Source: an optimization exercise on an open RTL-to-GDS flow (aim: small area, a short achievable clock period and few clock cycles per item). Production flows keep margins and buffers that such runs may drop.
The RTL was checked by simulation tests, not by an equivalence proof against the original design.

==> v7 <==
==> flow/design.v <==
package spq_pkg;
  localparam int unsigned ValW    = 32;
  localparam int unsigned CmdW    = 2;
  localparam int unsigned StatusW = 3;
  localparam logic [CmdW-1:0] CmdInsert = 2'd0;
  localparam logic [CmdW-1:0] CmdDelete = 2'd1;
  localparam logic [CmdW-1:0] CmdList   = 2'd2;
  localparam logic [StatusW-1:0] StDone     = 3'd0;
  localparam logic [StatusW-1:0] StOverflow = 3'd1;
  localparam logic [StatusW-1:0] StEmpty    = 3'd2;
  localparam logic [StatusW-1:0] StNotFound = 3'd3;
  localparam logic [StatusW-1:0] StListed   = 3'd4;
  typedef struct packed {
    logic                   ins;
    logic                   del;
    logic                   rot;
    logic signed [ValW-1:0] val;
  } cell_ctrl_t;
endpackage
module spq_cell (
  input  logic                            clk_i,
  input  logic                            sel_left_i,
  input  logic                            sel_right_i,
  input  logic                            sel_new_i,
  input  logic [spq_pkg::ValW-1:0]        left_i,
  input  logic [spq_pkg::ValW-1:0]        right_i,
  input  logic [spq_pkg::ValW-1:0]        new_i,
  output logic [spq_pkg::ValW-1:0]        val_o
);
  logic [spq_pkg::ValW-1:0] val_q;
  logic                     hold;
  assign hold = !(sel_left_i || sel_right_i || sel_new_i);
  always_ff @(posedge clk_i) begin
    val_q <= ({spq_pkg::ValW{hold}}        & val_q)
           | ({spq_pkg::ValW{sel_left_i}}  & left_i)
           | ({spq_pkg::ValW{sel_right_i}} & right_i)
           | ({spq_pkg::ValW{sel_new_i}}   & new_i);
  end
  assign val_o = val_q;
endmodule
module sorted_priority_queue #(
  parameter int unsigned DEPTH = 32
) (
  input  logic                                   clk_i,
  input  logic                                   rst_ni,
  input  logic                                   in_valid_i,
  output logic                                   in_stall_o,
  input  logic [spq_pkg::CmdW-1:0]               cmd_i,
  input  logic signed [spq_pkg::ValW-1:0]        value_i,
  output logic                                   out_valid_o,
  input  logic                                   out_stall_i,
  output logic [spq_pkg::StatusW-1:0]            status_o,
  output logic signed [spq_pkg::ValW-1:0]        entry_o,
  output logic                                   last_o
);
  localparam int unsigned W    = spq_pkg::ValW;
  localparam int unsigned CntW = $clog2(DEPTH + 1);
  localparam int unsigned RcW  = $clog2(DEPTH);
  function automatic logic go2_f(input logic s2v, input logic [spq_pkg::CmdW-1:0] cmd,
                                 input logic [RcW-1:0] rc, input logic [CntW-1:0] cnt,
                                 input logic outfull);
    logic lbusy, lword, lrot;
    lbusy = s2v && (cmd == spq_pkg::CmdList) && (cnt != '0);
    lword = lbusy && (CntW'(rc) < cnt);
    lrot  = lbusy && (!lword || !outfull);
    if (lbusy) go2_f = lrot && (rc == RcW'(DEPTH - 1));
    else       go2_f = s2v && !outfull;
  endfunction
  logic [W-1:0]       vals [DEPTH];
  logic [DEPTH-1:0]   sel_l, sel_r, sel_n;
  logic                        s1_v_q;
  logic [spq_pkg::CmdW-1:0]    s1_cmd_q;
  logic [W-1:0]                s1_val_q;
  logic                        s2_v_q;
  logic [spq_pkg::CmdW-1:0]    s2_cmd_q;
  logic [W-1:0]                s2_val_q;
  logic [DEPTH-1:0]            le_q, eq_q;
  logic [RcW-1:0]              rc_q;
  logic [CntW-1:0]             cnt_q;
  logic                        hd_v_q, sk_v_q;
  logic [spq_pkg::StatusW-1:0] hd_st_q, sk_st_q;
  logic [W-1:0]                hd_e_q, sk_e_q;
  logic                        hd_l_q, sk_l_q;
  logic                        in_stall_q;
  logic [DEPTH-1:0] occ, t;
  logic any, full, empty, out_full;
  logic s2_ins, s2_del, lbusy, lword, rot, do_ins, do_del, go2;
  logic push;
  logic [spq_pkg::StatusW-1:0] p_st;
  logic [W-1:0] p_e;
  logic p_l;
  always_comb begin
    for (int i = 0; i < DEPTH; i++) begin
      occ[i] = (CntW'(i) < cnt_q);
    end
  end
  assign t        = le_q | ~occ;
  assign any      = |(eq_q & occ);
  assign full     = (cnt_q == CntW'(DEPTH));
  assign empty    = (cnt_q == '0);
  assign out_full = sk_v_q;
  assign s2_ins = s2_v_q && (s2_cmd_q == spq_pkg::CmdInsert);
  assign s2_del = s2_v_q && (s2_cmd_q == spq_pkg::CmdDelete);
  assign lbusy  = s2_v_q && (s2_cmd_q == spq_pkg::CmdList) && !empty;
  assign lword  = lbusy && (CntW'(rc_q) < cnt_q);
  assign rot    = lbusy && (!lword || !out_full);
  assign do_ins = s2_ins && !full && !out_full;
  assign do_del = s2_del && any && !out_full;
  assign go2    = go2_f(s2_v_q, s2_cmd_q, rc_q, cnt_q, out_full);
  always_comb begin
    push = 1'b0;
    p_st = spq_pkg::StDone;
    p_e  = '0;
    p_l  = 1'b1;
    if (lbusy) begin
      push = lword && !out_full;
      p_st = spq_pkg::StListed;
      p_e  = vals[0];
      p_l  = (CntW'(rc_q) == cnt_q - 1'b1);
    end else begin
      push = s2_v_q && !out_full;
      if (s2_ins) begin
        p_st = full ? spq_pkg::StOverflow : spq_pkg::StDone;
      end else if (s2_del) begin
        p_st = empty ? spq_pkg::StEmpty : (any ? spq_pkg::StDone : spq_pkg::StNotFound);
      end else begin
        p_st = spq_pkg::StEmpty;
      end
    end
  end
  for (genvar g = 0; g < DEPTH; g++) begin : g_sel
    logic tl;
    if (g == 0) begin : g_first
      assign tl = 1'b0;
    end else begin : g_rest
      assign tl = t[g-1];
    end
    assign sel_l[g] = do_ins && tl;
    assign sel_n[g] = do_ins && t[g] && !tl;
    assign sel_r[g] = (do_del && t[g]) || rot;
  end
  for (genvar g = 0; g < DEPTH; g++) begin : g_cell
    logic [W-1:0] lv, rv;
    if (g == 0) begin : g_first
      assign lv = s2_val_q;
    end else begin : g_mid
      assign lv = vals[g-1];
    end
    if (g == DEPTH - 1) begin : g_last
      assign rv = vals[0];
    end else begin : g_inner
      assign rv = vals[g+1];
    end
    spq_cell u_cell (
      .clk_i       (clk_i),
      .sel_left_i  (sel_l[g]),
      .sel_right_i (sel_r[g]),
      .sel_new_i   (sel_n[g]),
      .left_i      (lv),
      .right_i     (rv),
      .new_i       (s2_val_q),
      .val_o       (vals[g])
    );
  end
  logic s1_go, acc;
  logic [DEPTH-1:0] le_c, eq_c, le_n, eq_n;
  logic vv_le, vv_eq;
  assign s1_go = s1_v_q && (!s2_v_q || go2);
  assign acc   = in_valid_i && !in_stall_q;
  always_comb begin
    for (int i = 0; i < DEPTH; i++) begin
      le_c[i] = ({!vals[i][W-1], vals[i][W-2:0]} <= {!s1_val_q[W-1], s1_val_q[W-2:0]});
      eq_c[i] = (vals[i] == s1_val_q);
    end
  end
  assign vv_le = ({!s2_val_q[W-1], s2_val_q[W-2:0]} <= {!s1_val_q[W-1], s1_val_q[W-2:0]});
  assign vv_eq = (s2_val_q == s1_val_q);
  always_comb begin
    for (int i = 0; i < DEPTH; i++) begin
      le_n[i] = le_c[i];
      eq_n[i] = eq_c[i];
      if (sel_l[i]) begin
        le_n[i] = le_c[(i + DEPTH - 1) % DEPTH];
        eq_n[i] = eq_c[(i + DEPTH - 1) % DEPTH];
      end else if (sel_r[i]) begin
        le_n[i] = le_c[(i + 1) % DEPTH];
        eq_n[i] = eq_c[(i + 1) % DEPTH];
      end else if (sel_n[i]) begin
        le_n[i] = vv_le;
        eq_n[i] = vv_eq;
      end
    end
  end
  logic                     s1_v_d, s2_v_d, hd_v_d, sk_v_d, pop;
  logic [CntW-1:0]          cnt_d;
  logic [RcW-1:0]           rc_d;
  logic [spq_pkg::CmdW-1:0] s2_cmd_d;
  assign pop      = hd_v_q && !out_stall_i;
  assign s1_v_d   = (acc && (cmd_i != 2'd3)) || (s1_v_q && !s1_go);
  assign s2_v_d   = s1_go || (s2_v_q && !go2);
  assign s2_cmd_d = s1_go ? s1_cmd_q : s2_cmd_q;
  assign cnt_d    = do_ins ? cnt_q + 1'b1 : (do_del ? cnt_q - 1'b1 : cnt_q);
  assign rc_d     = rot ? rc_q + 1'b1 : rc_q;
  assign sk_v_d   = sk_v_q ? !pop : (hd_v_q && !pop && push);
  assign hd_v_d   = (hd_v_q && !pop) || sk_v_q || push;
  always_ff @(posedge clk_i or negedge rst_ni) begin
    if (!rst_ni) begin
      s1_v_q     <= 1'b0;
      s2_v_q     <= 1'b0;
      cnt_q      <= '0;
      rc_q       <= '0;
      hd_v_q     <= 1'b0;
      sk_v_q     <= 1'b0;
      in_stall_q <= 1'b0;
    end else begin
      s1_v_q     <= s1_v_d;
      s2_v_q     <= s2_v_d;
      cnt_q      <= cnt_d;
      rc_q       <= rc_d;
      hd_v_q     <= hd_v_d;
      sk_v_q     <= sk_v_d;
      in_stall_q <= s1_v_d && s2_v_d && !go2_f(s2_v_d, s2_cmd_d, rc_d, cnt_d, sk_v_d);
    end
  end
  always_ff @(posedge clk_i) begin
    if (acc) begin
      s1_cmd_q <= cmd_i;
      s1_val_q <= value_i;
    end
    if (s1_go) begin
      s2_cmd_q <= s1_cmd_q;
      s2_val_q <= s1_val_q;
      le_q     <= le_n;
      eq_q     <= eq_n;
    end
    if (!hd_v_q || pop) begin
      if (sk_v_q) begin
        hd_st_q <= sk_st_q;
        hd_e_q  <= sk_e_q;
        hd_l_q  <= sk_l_q;
      end else begin
        hd_st_q <= p_st;
        hd_e_q  <= p_e;
        hd_l_q  <= p_l;
      end
    end
    if (!sk_v_q) begin
      sk_st_q <= p_st;
      sk_e_q  <= p_e;
      sk_l_q  <= p_l;
    end
  end
  assign in_stall_o  = in_stall_q;
  assign out_valid_o = hd_v_q;
  assign status_o    = hd_st_q;
  assign entry_o     = hd_e_q;
  assign last_o      = hd_l_q;
endmodule
==> flow/run.sh <==
#!/bin/bash
# synth_recipe.tcl (not shown) runs the flow's synth.tcl, then flattens the netlist and writes it again
# the make line also repeats each setting of config.mk as NAME=value (left out here)
make -C /OpenROAD-flow-scripts/flow DESIGN_CONFIG=/design/flow/config.mk WORK_HOME=/design/flow/orfs CLKGATE_MAP_FILE= SYNTH_SCRIPT=/design/flow/synth_recipe.tcl finish
==> flow/config.mk <==
export PLATFORM = sky130hd
export DESIGN_NAME = sorted_priority_queue
export DESIGN_NICKNAME = sorted_priority_queue
export VERILOG_FILES = /design/flow/design.v
export SDC_FILE = /design/flow/constraint.sdc
export NUM_CORES = 4
export LEC_CHECK = 0
export CAP_MARGIN = 20
export CORE_MARGIN = 2
export CORE_UTILIZATION = 40
export SLEW_MARGIN = 20
==> flow/constraint.sdc <==
create_clock -name core_clock -period 10.0 [get_ports {clk_i}]
set_input_delay 2.0000 -clock core_clock [delete_from_list [all_inputs] [get_ports {clk_i}]]
set_output_delay 2.0000 -clock core_clock [all_outputs]
set_load 0.01 [all_outputs]
==> v10 (differences from v7) <==
==> flow/design.v, changed modules only <==
module sorted_priority_queue #(
  parameter int unsigned DEPTH = 32
) (
  input  logic                                   clk_i,
  input  logic                                   rst_ni,
  input  logic                                   in_valid_i,
  output logic                                   in_stall_o,
  input  logic [spq_pkg::CmdW-1:0]               cmd_i,
  input  logic signed [spq_pkg::ValW-1:0]        value_i,
  output logic                                   out_valid_o,
  input  logic                                   out_stall_i,
  output logic [spq_pkg::StatusW-1:0]            status_o,
  output logic signed [spq_pkg::ValW-1:0]        entry_o,
  output logic                                   last_o
);
  localparam int unsigned W    = spq_pkg::ValW;
  localparam int unsigned CntW = $clog2(DEPTH + 1);
  localparam int unsigned RcW  = $clog2(DEPTH);
  function automatic logic go2_f(input logic s2v, input logic lst,
                                 input logic [RcW-1:0] rc, input logic [CntW-1:0] cnt,
                                 input logic outfull);
    logic lword, lrot;
    lword = lst && (CntW'(rc) < cnt);
    lrot  = lst && (!lword || !outfull);
    if (lst) go2_f = lrot && (rc == RcW'(DEPTH - 1));
    else     go2_f = s2v && !outfull;
  endfunction
  logic [W-1:0]       vals [DEPTH];
  logic [DEPTH-1:0]   sel_l, sel_r, sel_n;
  logic                        s1_v_q;
  logic [spq_pkg::CmdW-1:0]    s1_cmd_q;
  logic [W-1:0]                s1_val_q;
  logic                        s2_v_q, ins_q, del_q, lst_q;
  logic [spq_pkg::StatusW-1:0] st_q;
  logic [W-1:0]                s2_val_q;
  logic [DEPTH-1:0]            t_q;
  logic [RcW-1:0]              rc_q;
  logic [CntW-1:0]             cnt_q;
  logic                        hd_v_q, sk_v_q;
  logic [spq_pkg::StatusW-1:0] hd_st_q, sk_st_q;
  logic [W-1:0]                hd_e_q, sk_e_q;
  logic                        hd_l_q, sk_l_q;
  logic                        in_stall_q;
  logic out_full, ins_go, del_go, lword, rot, go2, push;
  logic [spq_pkg::StatusW-1:0] p_st;
  logic [W-1:0] p_e;
  logic p_l;
  assign out_full = sk_v_q;
  assign ins_go   = ins_q && !out_full;
  assign del_go   = del_q && !out_full;
  assign lword    = lst_q && (CntW'(rc_q) < cnt_q);
  assign rot      = lst_q && (!lword || !out_full);
  assign go2      = go2_f(s2_v_q, lst_q, rc_q, cnt_q, out_full);
  always_comb begin
    if (lst_q) begin
      push = lword && !out_full;
      p_st = spq_pkg::StListed;
      p_e  = vals[0];
      p_l  = (CntW'(rc_q) == cnt_q - 1'b1);
    end else begin
      push = s2_v_q && !out_full;
      p_st = st_q;
      p_e  = '0;
      p_l  = 1'b1;
    end
  end
  for (genvar g = 0; g < DEPTH; g++) begin : g_sel
    logic tl;
    if (g == 0) begin : g_first
      assign tl = 1'b0;
    end else begin : g_rest
      assign tl = t_q[g-1];
    end
    assign sel_l[g] = ins_go && tl;
    assign sel_n[g] = ins_go && t_q[g] && !tl;
    assign sel_r[g] = (del_go && t_q[g]) || rot;
  end
  for (genvar g = 0; g < DEPTH; g++) begin : g_cell
    logic [W-1:0] lv, rv;
    if (g == 0) begin : g_first
      assign lv = s2_val_q;
    end else begin : g_mid
      assign lv = vals[g-1];
    end
    if (g == DEPTH - 1) begin : g_last
      assign rv = vals[0];
    end else begin : g_inner
      assign rv = vals[g+1];
    end
    spq_cell u_cell (
      .clk_i       (clk_i),
      .sel_left_i  (sel_l[g]),
      .sel_right_i (sel_r[g]),
      .sel_new_i   (sel_n[g]),
      .left_i      (lv),
      .right_i     (rv),
      .new_i       (s2_val_q),
      .val_o       (vals[g])
    );
  end
  logic s1_go, acc;
  logic [CntW-1:0] cnt_d;
  logic [DEPTH-1:0] le_c, eq_c, le_n, occ_c, occ_d, mask, t_n;
  logic vv_le, vv_eq, any_n, full_d, empty_d;
  logic ins_n, del_n, lst_n;
  logic [spq_pkg::StatusW-1:0] st_n;
  assign s1_go = s1_v_q && (!s2_v_q || go2);
  assign acc   = in_valid_i && !in_stall_q;
  assign cnt_d = ins_go ? cnt_q + 1'b1 : (del_go ? cnt_q - 1'b1 : cnt_q);
  always_comb begin
    for (int i = 0; i < DEPTH; i++) begin
      le_c[i]  = ({!vals[i][W-1], vals[i][W-2:0]} <= {!s1_val_q[W-1], s1_val_q[W-2:0]});
      eq_c[i]  = (vals[i] == s1_val_q);
      occ_c[i] = (CntW'(i) < cnt_q);
      occ_d[i] = (CntW'(i) < cnt_d);
    end
  end
  assign vv_le = ({!s2_val_q[W-1], s2_val_q[W-2:0]} <= {!s1_val_q[W-1], s1_val_q[W-2:0]});
  assign vv_eq = (s2_val_q == s1_val_q);
  always_comb begin
    for (int i = 0; i < DEPTH; i++) begin
      le_n[i] = le_c[i];
      if (sel_l[i]) begin
        le_n[i] = le_c[(i + DEPTH - 1) % DEPTH];
      end else if (sel_r[i]) begin
        le_n[i] = le_c[(i + 1) % DEPTH];
      end else if (sel_n[i]) begin
        le_n[i] = vv_le;
      end
    end
  end
  assign t_n = le_n | ~occ_d;
  always_comb begin
    for (int i = 0; i < DEPTH; i++) begin
      if (rot) begin
        mask[i] = occ_c[(i + DEPTH - 1) % DEPTH];
      end else if (i == 0) begin
        mask[i] = occ_c[i] && !(del_go && t_q[i]);
      end else begin
        mask[i] = occ_c[i] && !(del_go && t_q[i] && !t_q[i-1]);
      end
    end
  end
  assign any_n   = |(eq_c & mask) || (ins_go && vv_eq);
  assign full_d  = (cnt_d == CntW'(DEPTH));
  assign empty_d = (cnt_d == '0);
  always_comb begin
    ins_n = 1'b0;
    del_n = 1'b0;
    lst_n = 1'b0;
    st_n  = spq_pkg::StEmpty;
    case (s1_cmd_q)
      spq_pkg::CmdInsert: begin
        ins_n = !full_d;
        st_n  = full_d ? spq_pkg::StOverflow : spq_pkg::StDone;
      end
      spq_pkg::CmdDelete: begin
        del_n = any_n;
        st_n  = empty_d ? spq_pkg::StEmpty : (any_n ? spq_pkg::StDone : spq_pkg::StNotFound);
      end
      default: begin
        lst_n = !empty_d;
      end
    endcase
  end
  logic        s1_v_d, s2_v_d, lst_d, hd_v_d, sk_v_d, pop;
  logic [RcW-1:0] rc_d;
  assign pop    = hd_v_q && !out_stall_i;
  assign s1_v_d = (acc && (cmd_i != 2'd3)) || (s1_v_q && !s1_go);
  assign s2_v_d = s1_go || (s2_v_q && !go2);
  assign lst_d  = s1_go ? lst_n : (lst_q && !go2);
  assign rc_d   = rot ? rc_q + 1'b1 : rc_q;
  assign sk_v_d = sk_v_q ? !pop : (hd_v_q && !pop && push);
  assign hd_v_d = (hd_v_q && !pop) || sk_v_q || push;
  always_ff @(posedge clk_i or negedge rst_ni) begin
    if (!rst_ni) begin
      s1_v_q     <= 1'b0;
      s2_v_q     <= 1'b0;
      ins_q      <= 1'b0;
      del_q      <= 1'b0;
      lst_q      <= 1'b0;
      cnt_q      <= '0;
      rc_q       <= '0;
      hd_v_q     <= 1'b0;
      sk_v_q     <= 1'b0;
      in_stall_q <= 1'b0;
    end else begin
      s1_v_q     <= s1_v_d;
      s2_v_q     <= s2_v_d;
      ins_q      <= s1_go ? ins_n : (ins_q && !go2);
      del_q      <= s1_go ? del_n : (del_q && !go2);
      lst_q      <= lst_d;
      cnt_q      <= cnt_d;
      rc_q       <= rc_d;
      hd_v_q     <= hd_v_d;
      sk_v_q     <= sk_v_d;
      in_stall_q <= s1_v_d && s2_v_d && !go2_f(s2_v_d, lst_d, rc_d, cnt_d, sk_v_d);
    end
  end
  always_ff @(posedge clk_i) begin
    if (acc) begin
      s1_cmd_q <= cmd_i;
      s1_val_q <= value_i;
    end
    if (s1_go) begin
      s2_val_q <= s1_val_q;
      st_q     <= st_n;
      t_q      <= t_n;
    end
    if (!hd_v_q || pop) begin
      if (sk_v_q) begin
        hd_st_q <= sk_st_q;
        hd_e_q  <= sk_e_q;
        hd_l_q  <= sk_l_q;
      end else begin
        hd_st_q <= p_st;
        hd_e_q  <= p_e;
        hd_l_q  <= p_l;
      end
    end
    if (!sk_v_q) begin
      sk_st_q <= p_st;
      sk_e_q  <= p_e;
      sk_l_q  <= p_l;
    end
  end
  assign in_stall_o  = in_stall_q;
  assign out_valid_o = hd_v_q;
  assign status_o    = hd_st_q;
  assign entry_o     = hd_e_q;
  assign last_o      = hd_l_q;
endmodule
==> flow/flow/run.sh (new file) <==
#!/bin/bash
set -euo pipefail
bash standard.sh SETUP_SLACK_MARGIN=6.8 finish > standard_flow.log 2>&1
==> flow/standard.sh (new file) <==
#!/bin/bash
# synth_recipe.tcl (not shown) runs the flow's synth.tcl, then flattens the netlist and writes it again
# the make line also repeats each setting of config.mk as NAME=value (left out here)
make -C /OpenROAD-flow-scripts/flow DESIGN_CONFIG=/design/flow/config.mk WORK_HOME=/design/flow/orfs CLKGATE_MAP_FILE= SYNTH_SCRIPT=/design/flow/synth_recipe.tcl "${@:-finish}"
removed: flow/run.sh
==> reports/results.ini <==
[run_status]
outcome=finished clean

[sta]
fin_crit_sh_pct=52.4

[synth]
yosysSeqAreaShare_pct=35.6
syn_area_per_cell_sq_um=8.84
synth_cell_types=79
netlist_top_cells_area=dfxtp_1, ha_1, a222oi_1, nand2_1, edfxtp_1

[pwr]
ir_drop_v=0.000218
power_mw=27.8

[final_layout]
fillCellCount=17600

[place]
place_inst=10700

[worst_setup_path]
r2r_end=g_cell[3].u_cell.val_q[24]
r2r_cells=14

# the run above: v7

==> reports/results.ini <==
[pwr]
power_mw=28.4
ir_drop_v=0.000238

[place]
place_inst=10500

[sta]
fin_crit_sh_pct=34.9
finalClockSkew_ns=0.0359

[synth]
netlist_top_cells_area=dfxtp_1, ha_1, a222oi_1, nand2_1, edfxtp_1
syn_area_per_cell_sq_um=8.86

[worst_setup_path]
r2r_end=st_q[1]

[run_status]
outcome=finished clean

# the run above: v10

Testbench counts of v7, summed over its fixed seeds: cycles 45,569, items 24,000.
Testbench counts of v10, summed over its fixed seeds: cycles 45,569, items 24,000.

==> re-timing with driven ports <==
The results above use ideal ports. As a check the final layouts listed here were re-extracted and re-timed, cells and wires unchanged.
Step 1 sets driving cells, clkbuf_16 on the clock port and buf_2 on the other inputs (assumed; they add their load-dependent delay and slew).
Step 2 also shifts input and output timing later by t, the mid clock arrival at the registers, as if the neighbouring blocks saw the same clock.
a / b / c = ideal / step 1 / step 2; a / b = the first two.
| run | t, ns | setup WS [ns] | worst hold slack (ns) | worst setup path at the end | clock arrival spread, ns |
|---|---|---|---|---|---|
| v7 | 0.912 | 4.764 / 4.764 / 4.764 | 0.461 / 0.461 / 0.461 | register to register | 0.038 / 0.038 |
| v10 | 0.901 | 6.507 / 6.421 / 6.319 | 0.468 / 0.468 / 0.468 | input to register | 0.038 / 0.039 |
After both steps every run listed still meets setup and hold. For v10, which loses most, drivers alone change the setup slack by -0.086 ns; drivers and shift together by -0.188 ns.
